This is an optimization exercise on Yosys and OpenROAD, whose aim is small area and a short achievable clock period, not a production implementation.
Function not checked in this run: the RTL went through the layout flow alone.
Power is estimated from default activity; no workload was simulated.

**config.mk**
```make
export PLATFORM = sky130hd
export DESIGN_NAME = lookahead_sw_alloc
export DESIGN_NICKNAME = lookahead_sw_alloc
export VERILOG_FILES = /design/flow/design.v
export SDC_FILE = /design/flow/constraint.sdc
export NUM_CORES = 4
export LEC_CHECK = 0
export ABC_AREA = 1
export CAP_MARGIN = 20
export CORE_MARGIN = 2
export CORE_UTILIZATION = 40
export SLEW_MARGIN = 20
```
**constraint.sdc**
```tcl
create_clock -name core_clock -period 29.0 [get_ports {clk}]
set_input_delay 5.8000 -clock core_clock [delete_from_list [all_inputs] [get_ports {clk}]]
set_output_delay 5.8000 -clock core_clock [all_outputs]
set_load 0.01 [all_outputs]
```
**design.v**
```verilog
`default_nettype none
package sw_alloc_pkg;
    localparam int NUM_PORT     = 5;
    localparam int NUM_VC       = 6;
    localparam int BYPASS_VC    = 4;
    localparam int NUM_DS_VC    = NUM_VC - 2;
    localparam int NUM_NET_PORT = 4;
    localparam int LOCAL_PORT   = 4;
    localparam int TIME_WIDTH   = 8;
    localparam int BUFFER_DEPTH = 4;
    typedef logic [NUM_PORT-1:0] port_vec_t;
    typedef logic [$clog2(NUM_PORT+1)-1:0] pc_idx_t;
    localparam pc_idx_t NULL_PC = pc_idx_t'(NUM_PORT);
    typedef logic [$clog2(NUM_VC)-1:0] vc_idx_t;
    typedef logic [$clog2(NUM_DS_VC)-1:0] ds_vc_idx_t;
    typedef logic [NUM_DS_VC-1:0] ds_vc_vec_t;
    typedef logic [TIME_WIDTH-1:0] age_t;
    typedef logic [$clog2(BUFFER_DEPTH+1)-1:0] credit_t;
endpackage
`default_nettype wire
`timescale 1ns/1ns
`default_nettype none
module vc_arbiter (
    input  wire [29:0] req,       
    input  wire [47:0] age,       
    output wire [2:0]  sel_vc,
    output wire [7:0]  win_age,
    output wire [4:0]  win_req,
    output wire        byp        
);
    wire [5:0] cand [9];
    wire [5:0] hit  [8];
    wire [5:0] first;
    for (genvar v = 0; v < 6; v++) begin : g_act
        assign cand[8][v] = |req[v*5 +: 5];
    end
    for (genvar b = 7; b >= 0; b--) begin : g_bit
        for (genvar v = 0; v < 6; v++) begin : g_v
            assign hit[b][v] = cand[b+1][v] & age[v*8 + b];
        end
        assign win_age[b] = |hit[b];
        assign cand[b] = win_age[b] ? hit[b] : cand[b+1];
    end
    assign first[0] = cand[0][0];
    for (genvar v = 1; v < 6; v++) begin : g_first
        assign first[v] = cand[0][v] & ~|cand[0][v-1:0];
    end
    assign win_req = ({5{first[0]}} & req[ 0 +: 5]) | ({5{first[1]}} & req[ 5 +: 5])
                   | ({5{first[2]}} & req[10 +: 5]) | ({5{first[3]}} & req[15 +: 5])
                   | ({5{first[4]}} & req[20 +: 5]) | ({5{first[5]}} & req[25 +: 5]);
    assign sel_vc = {first[4] | first[5], first[2] | first[3], first[1] | first[3] | first[5]};
    assign byp    = first[4];
endmodule
`default_nettype wire
`timescale 1ns/1ns
`default_nettype none
module output_arbiter (
    input  wire [24:0] win_req,    
    input  wire [39:0] win_age,    
    input  wire [15:0] avail,      
    output wire [14:0] sel_pc,
    output wire [9:0]  vc_new,
    output wire [15:0] consume,
    output wire [24:0] gnt         
);
    function automatic logic age_ge(input logic [7:0] a, input logic [7:0] b);
        logic gt, lt, gt_n, lt_n;
        gt = 1'b0;
        lt = 1'b0;
        for (int k = 7; k >= 0; k--) begin
            gt_n = gt | (~lt & a[k] & ~b[k]);
            lt_n = lt | (~gt & ~a[k] & b[k]);
            gt = gt_n;
            lt = lt_n;
        end
        age_ge = ~lt;
    endfunction
    wire beats [5][5];
    for (genvar i = 0; i < 5; i++) begin : g_cmp_i
        for (genvar j = 0; j < 5; j++) begin : g_cmp_j
            if (i < j) begin : g_lo
                assign beats[i][j] = age_ge(win_age[i*8 +: 8], win_age[j*8 +: 8]);
            end else if (i > j) begin : g_hi
                assign beats[i][j] = ~beats[j][i];
            end else begin : g_eq
                assign beats[i][j] = 1'b1;
            end
        end
    end
    for (genvar o = 0; o < 5; o++) begin : g_out
        wire [4:0] rq;
        wire       ok;
        wire       any;
        for (genvar i = 0; i < 5; i++) begin : g_rq
            assign rq[i] = win_req[i*5 + o];
        end
        if (o < 4) begin : g_net
            wire [3:0] av = avail[o*4 +: 4];
            assign ok = |av;
            assign vc_new[o*2 +: 2] = {~av[0] & ~av[1], ~av[0] & (av[1] | ~av[2])};
            assign consume[o*4 +: 4] = {4{any}} & {~|av[2:0] , av[2] & ~|av[1:0], av[1] & ~av[0], av[0]};
        end else begin : g_loc
            assign ok = 1'b1;
            assign vc_new[o*2 +: 2] = 2'd0;
        end
        for (genvar i = 0; i < 5; i++) begin : g_g
            wire [4:0] lose;
            for (genvar j = 0; j < 5; j++) begin : g_j
                if (j == i) begin : g_s
                    assign lose[j] = 1'b0;
                end else begin : g_o
                    assign lose[j] = rq[j] & beats[j][i];
                end
            end
            assign gnt[i*5 + o] = ok & rq[i] & ~|lose;
        end
        assign any = ok & |rq;
        assign sel_pc[o*3 +: 3] = {gnt[4*5+o] | ~any, gnt[2*5+o] | gnt[3*5+o], gnt[1*5+o] | gnt[3*5+o] | ~any};
    end
endmodule
`default_nettype wire
`timescale 1ns/1ns
`default_nettype none
module credit_tracker (
    input  wire clk,
    input  wire arst_n,
    input  wire consume,
    input  wire credit_return_in,
    output wire avail
);
    reg  [2:0] s;
    wire [2:0] s_d;
    wire       c = consume;
    wire       r = credit_return_in;
    assign s_d[0] = s[0] ^ c ^ r;
    assign s_d[1] = (s[1] & c) | s[2] | (s[1] & ~r) | (s[0] & c & ~r);
    assign s_d[2] = (s[2] & c) | (s[1] & c & ~r) | (s[2] & ~r) | (s[2] & ~s[0]);
    always @(posedge clk or negedge arst_n) begin
        if (!arst_n) begin
            s <= 3'b000;
        end else begin
            s <= s_d;
        end
    end
    assign avail = s[0] | ~s[2];
endmodule
`default_nettype wire
`timescale 1ns/1ns
`default_nettype none
module alloc_feedback (
    input  wire [24:0] win_req,    
    input  wire [24:0] gnt,        
    input  wire [3:0]  byp,        
    output wire [24:0] uppv,
    output wire [3:0]  grant_new
);
    assign uppv = win_req & ~gnt;
    for (genvar i = 0; i < 4; i++) begin : g_byp
        assign grant_new[i] = byp[i] & |gnt[i*5 +: 5];
    end
endmodule
`default_nettype wire
`timescale 1ns/1ns
`default_nettype none
module lookahead_sw_alloc (
    input  wire           clk,
    input  wire           arst_n,
    input  wire [149:0]   req,
    input  wire [239:0]   age,
    input  wire [15:0]    credit_return_in,
    output wire [14:0]    sel_vc,
    output wire [14:0]    sel_pc,
    output wire [9:0]     vc_new,
    output wire [15:0]    credit_return_out,
    output wire [24:0]    uppv,
    output wire [3:0]     grant_new
);
    wire [39:0] win_age;
    wire [24:0] win_req;
    wire [4:0]  byp;
    wire [15:0] avail;
    wire [24:0] gnt;
    for (genvar i = 0; i < 5; i++) begin : g_in
        vc_arbiter u_vc_arb (
            .req     (req[i*30 +: 30]),
            .age     (age[i*48 +: 48]),
            .sel_vc  (sel_vc[i*3 +: 3]),
            .win_age (win_age[i*8 +: 8]),
            .win_req (win_req[i*5 +: 5]),
            .byp     (byp[i])
        );
    end
    output_arbiter u_out_arb (
        .win_req (win_req),
        .win_age (win_age),
        .avail   (avail),
        .sel_pc  (sel_pc),
        .vc_new  (vc_new),
        .consume (credit_return_out),
        .gnt     (gnt)
    );
    for (genvar k = 0; k < 16; k++) begin : g_cred
        credit_tracker u_credit (
            .clk              (clk),
            .arst_n           (arst_n),
            .consume          (credit_return_out[k]),
            .credit_return_in (credit_return_in[k]),
            .avail            (avail[k])
        );
    end
    alloc_feedback u_feedback (
        .win_req   (win_req),
        .gnt       (gnt),
        .byp       (byp[3:0]),
        .uppv      (uppv),
        .grant_new (grant_new)
    );
endmodule
`default_nettype wire
```
**flow/run.sh**
```bash
#!/bin/bash
# Standard layout, except that synthesis maps the logic with an area-first
# ABC script (flow/abc_min.script) in place of ORFS's. Everything else,
# registers included, is the standard synthesis and flow.
set -euo pipefail
W=$(pwd)
F=$W/flow
{
    echo "proc abc {args} {"
    echo "    set i [lsearch -exact \$args -script]"
    echo "    if {\$i >= 0} { lset args [expr {\$i + 1}] $F/abc_min.script }"
    echo "    yosys abc {*}\$args"
    echo "}"
    cat "$W/synth_recipe.tcl"
} > "$W/own_synth.tcl"
sed "s#SYNTH_SCRIPT=[^ ]*#SYNTH_SCRIPT=$W/own_synth.tcl#" "$W/standard.sh" > "$W/own_standard.sh"
export SETUP_SLACK_MARGIN=8
export BUFFER_PORTS_ARGS="-buffer_cell sky130_fd_sc_hd__buf_1"
bash "$W/own_standard.sh" synth > "$W/synth.log" 2>&1
bash "$W/own_standard.sh" > "$W/layout.log" 2>&1
```
**flow/abc_min.script**
```
strash
&get -n
&dch -f
&nf -R 100
&put
buffer -c
upsize -c
dnsize -c
```
**standard.sh**
```bash
#!/bin/bash
# synth_recipe.tcl (not shown) runs the flow's synth.tcl, then flattens the netlist and writes it again
# the make line also repeats each setting of config.mk as NAME=value (left out here)
make -C /OpenROAD-flow-scripts/flow DESIGN_CONFIG=/design/flow/config.mk WORK_HOME=/design/flow/orfs CLKGATE_MAP_FILE= SYNTH_SCRIPT=/design/flow/synth_recipe.tcl "${@:-finish}"
```
==> summary.md <==
| Metric | Value |
|---|---|
| Status | `timing/DRC/antenna clean` |
| Ys async rst share | `between 90% and 100%` |
| Num Clock Sinks | `between 40 and 50` |
| GRT Resource Usage Total | `32.8%` |
| Fillers | `about 2,500` |
| Largest net degree at the start of global routing | `40` |
| Post-Synthesis Cells | `between 1,000 and 1,500` |
| Register area share after synthesis | `about an eighth` |
| Drt first pass iters | `6` |
| FF-to-FF End | `g_cred[2].u_credit.s[0]` |
| Vias in the first global route | `around 12,000` |
| Clock Tree Buf Depth | `2` |
| I/O pin total | `between 400 and 500` |
| Cts hold-fix bufs | `0` |
| Biggest regs | `g_cred.u_credit.s (48)` |
| Max FFs per register | `48` |
| Worst hold path endpoint | `g_cred[7].u_credit.s[2]` |
| Setup crit start kind | `input pin` |
| Iteration-0 DRC Markers | `between 1,000 and 1,500` |
| Worst Hold Launch | `g_cred[7].u_credit.s[0]` |
| Placed Area | `0.0112 mm^2` |
| Die width | `157 um` |
| Critical Path AT | `approximately 15 ns` |
| Grt ovf | `0` |
| Avg Cell Area, Syn | `about 7.3 um^2` |
| WS Path Type | `in -> out` |
| Row count | `56` |
| Tot Pwr | `about 0.7 mW` |
| Power density cells | `around 60 mW/mm^2` |
| Setup TNS | `0 ns` |
| Worst R2R Setup Slack | `26.42 ns` |
| Max incr delay on CP | `roughly 0.47 ns` |
| Hold depth | `1` |
| Setup crit end kind | `output pin` |
| VDD IR max | `between 0.04 and 0.05 mV` |
| Yosys Warn Count | `3` |
| Via count | `about 13,000` |
| CP Data Required Time | `around 23 ns` |
| TritonCTS Buffers | `5` |
| # H-tree levels | `2` |
| DIE AREA | `between 0.02 and 0.025 mm^2` |
| P_leak | `roughly 4.2 nW` |
| Worst Tran Pin Value | `around 0.95 ns` |
| Initial Utilization | `roughly two fifths` |
| Min-delay worst type | `reg -> reg` |
| # nets final | `2,165` |
| DRC Markers | `0` |
| Routed Antenna Nets | `0` |
| F_max | `a little under 0.05 GHz` |
| Slew Limit Fails | `0` |
| Synth Register Bits | `48` |
| Fraction of the cycle the final worst path needs | `between 70 and 80%` |
| RR Startpoint | `g_cred[0].u_credit.s[0]` |
| Finished layout cell area | `~0.012 mm^2` |
| CORE AREA | `roughly 0.023 mm^2` |
| Clk_skew | `0.00389 ns` |
| Synthesized area | `about 0.0094 mm^2` |
| Layout cell share with drive strength beyond 1 | `7.92%` |
| Final Setup Violations | `0` |
| Critical-path top delay cell | `and4_2` |
| Drt wl/cell | `roughly 21 um` |
| First-pass GRT wire length | `64,200 um` |
| Minimum clock period after layout | `20.47 ns` |
| Initial antenna violation count | `0` |
| Worst-Skew Late Latency | `~0.29 ns` |
| Largest Register | `g_cred.u_credit.s` |
| Dpl hpwl | `between 30,000 and 40,000 um` |
| Max Cap Viol | `0` |
| RSZ-0062 raised after global routing | `false` |
| Worst r2r path cells | `7` |
| N_diodes | `0` |
| Most common cell on crit path | `a222oi_1` |
| Post-synth EDFFs | `0` |
| Placer Congestion | `slightly below 1` |
| Area grow syn2layout | `23.1%` |
| Most used DFF post-synth | `dfrtp_1` |
| WL final | `43,400 um` |
| Critical-path maximum fanout | `15` |
| CTS tree | `done` |
| Clk slew on worst S/H paths | `0.07 ns` |
| Hold Violations, Final | `0` |
| Port Buffers | `between 400 and 500` |
| DIE HEIGHT | `~160 um` |
| Distinct cells, synth | `81` |
| DR vias/cell | `~6.3` |
| Root Buffer | `clkbuf_16` |
| Max-slew headroom | `36.7%` |
==> repair_timing <==
| item | CTS | global route |
|---|---|---|
| pin swaps | 0 | 3 |
| setup endpoints to repair | 7 | 60 |
| setup buffers | 0 | 7 |
| gates resized for setup | 6 | 33 |
==> layout make-up <==
cell class	count	area [um^2]	area share, %
timing repair buffer	508	1980	17.1
tap	319	399	3.45
clock inverter	3	46.3	0.400
clock buffer	5	125	1.08
multi-input combinational	1128	7630	66.0
sequential	48	1200	10.4
inverter	50	188	1.62
==> worst max path at each step <==
stage,startpoint,to,slack [ns],cells past startpoint
3_3_place_gp,req[147],grant_new[3],7.86,37
3_5_place_dp,req[136],grant_new[3],7.83,36
2_1_floorplan,req[121],grant_new[1],10.25,42
4_1_cts,req[53],credit_return_out[2],8.03,36
5_1_grt,req[107],grant_new[1],7.97,38
6_report,req[107],grant_new[1],8.53,38
==> routing by layer <==
layer | vias up | track usage (%) | share of wire, % | wire (um)
met5 | - | 0 | 0 | 0
met2 | 700 | 57.4 | 48 | 20600
met1 | 6113 | 40.5 | 40 | 17500
met3 | 112 | 5.59 | 8.5 | 3680
met4 | 0 | 11.3 | 3.6 | 1580
li1 | 6060 | - | - | -
==> placed cells by master, fill, tap and decap left out, drive strengths merged, types with 13 or more instances in the layout <==
cell    instances
nand2         153
a21boi         13
o22ai          31
nand2b         21
o21a          145
o221a          33
a21oi          46
a31oi          46
buf           507
and2           22
or3            14
o21ai          66
xor2           16
o211ai         39
a222oi         52
nand3          28
dfrtp          48
nor2b          16
o31ai          33
a22oi          64
ha             16
a221oi         22
nor2          105
and3           18
and4           16
inv            50
nor3           37
==> report_power, final <==
part	switching [mW]	total, mW	internal [mW]
sequential	0.0196	0.117	0.0972
clock	0.0266	0.0676	0.0410
combinational	0.338	0.529	0.191
total	0.384	0.714	0.329
==> Yosys cell counts (7+ instances only) <==
cell | count | share of area, %
a221oi_1 | 18 | 1.7
buf_4 | 33 | 2.6
nand2_1 | 153 | 6.1
nor3_1 | 34 | 1.8
buf_6 | 16 | 1.9
or2_2 | 7 | 0.47
o211ai_1 | 39 | 3.1
o221a_2 | 24 | 2.9
o221a_1 | 9 | 1.1
and3_1 | 14 | 0.93
o31ai_1 | 33 | 2.6
buf_2 | 15 | 0.80
and4_1 | 13 | 1.2
ha_1 | 16 | 2.1
nor2b_1 | 15 | 1.0
dfrtp_1 | 48 | 13
o21ai_1 | 35 | 1.9
nand3_1 | 27 | 1.4
a21oi_1 | 44 | 2.3
a222oi_1 | 52 | 5.5
or3_1 | 14 | 0.93
a22oi_1 | 64 | 5.1
xor2_1 | 16 | 1.5
nand4_1 | 8 | 0.53
inv_1 | 47 | 1.9
nand2b_1 | 21 | 1.4
o21a_1 | 135 | 11
nor2_1 | 102 | 4.1
a31oi_1 | 46 | 3.1
and2_1 | 18 | 1.2
o22ai_1 | 31 | 2.1
a21boi_1 | 8 | 0.64
o21a_2 | 8 | 0.75
o21ai_0 | 29 | 1.5
==> stage by stage <==
step / hold slack (ns) / setup WS, ns / util, % / std cells
6_report: 0.507 / 8.53 / 49.7 / 2061
5_1_grt: 0.523 / 7.97 / 49.7 / 2061
4_1_cts: 0.497 / 8.03 / 49.0 / 2054
3_5_place_dp: 0.487 / 7.83 / 48.1 / 2046
3_3_place_gp: 0.479 / 7.86 / 48.1 / 2046
2_1_floorplan: 0.460 / 10.25 / - / 1296
==> worst max-delay path: cells and delay by family <==
family	cells	cell delay (ns)
buffers and inverters	2	0.30
and+or+nand+nor	15	3.70
AOI/OAI and AO/OA	21	4.82
==> cells by family (layout without fill, tap and decap cells) <==
kind of cell	count (synthesis)	after routing	synth area share (%)
AOI/OAI and AO/OA	628	628	50.5
and+or+nand+nor	466	466	25.5
buffers and inverters	120	566	7.59
DFF	48	48	12.8
adders and majority gates	16	16	2.13
xor gates and xnor gates	16	16	1.49
other	1	2	0.0399

[afterwards: timing with drivers on the ports]
No port has a modelled driver above. Below, the same layout with a new extraction and two added sets of constraints.
Step 1: set_driving_cell puts a clkbuf_16 on clk and a buf_2 on each other input, an assumption about the parent block.
Step 2, shift: input delay + t, output delay - t, t = (earliest + latest rising clock arrival at the registers) / 2. This alone moves slack from input paths to output paths.
a / b / c = no drivers / after step 1 / after step 2; a / b = the first two.
t (ns): 0.324
setup slack, ns: 8.532 / 8.509 / 8.509
worst setup path after step 2: input to output
latest minus earliest clock arrival (ns): 0.008 / 0.008
worst register clock-pin slew, ns: 0.07 / 0.07
After both steps setup and hold are still met in this run. For this run, drivers alone change the setup slack by -0.023 ns; drivers and shift together by -0.023 ns.
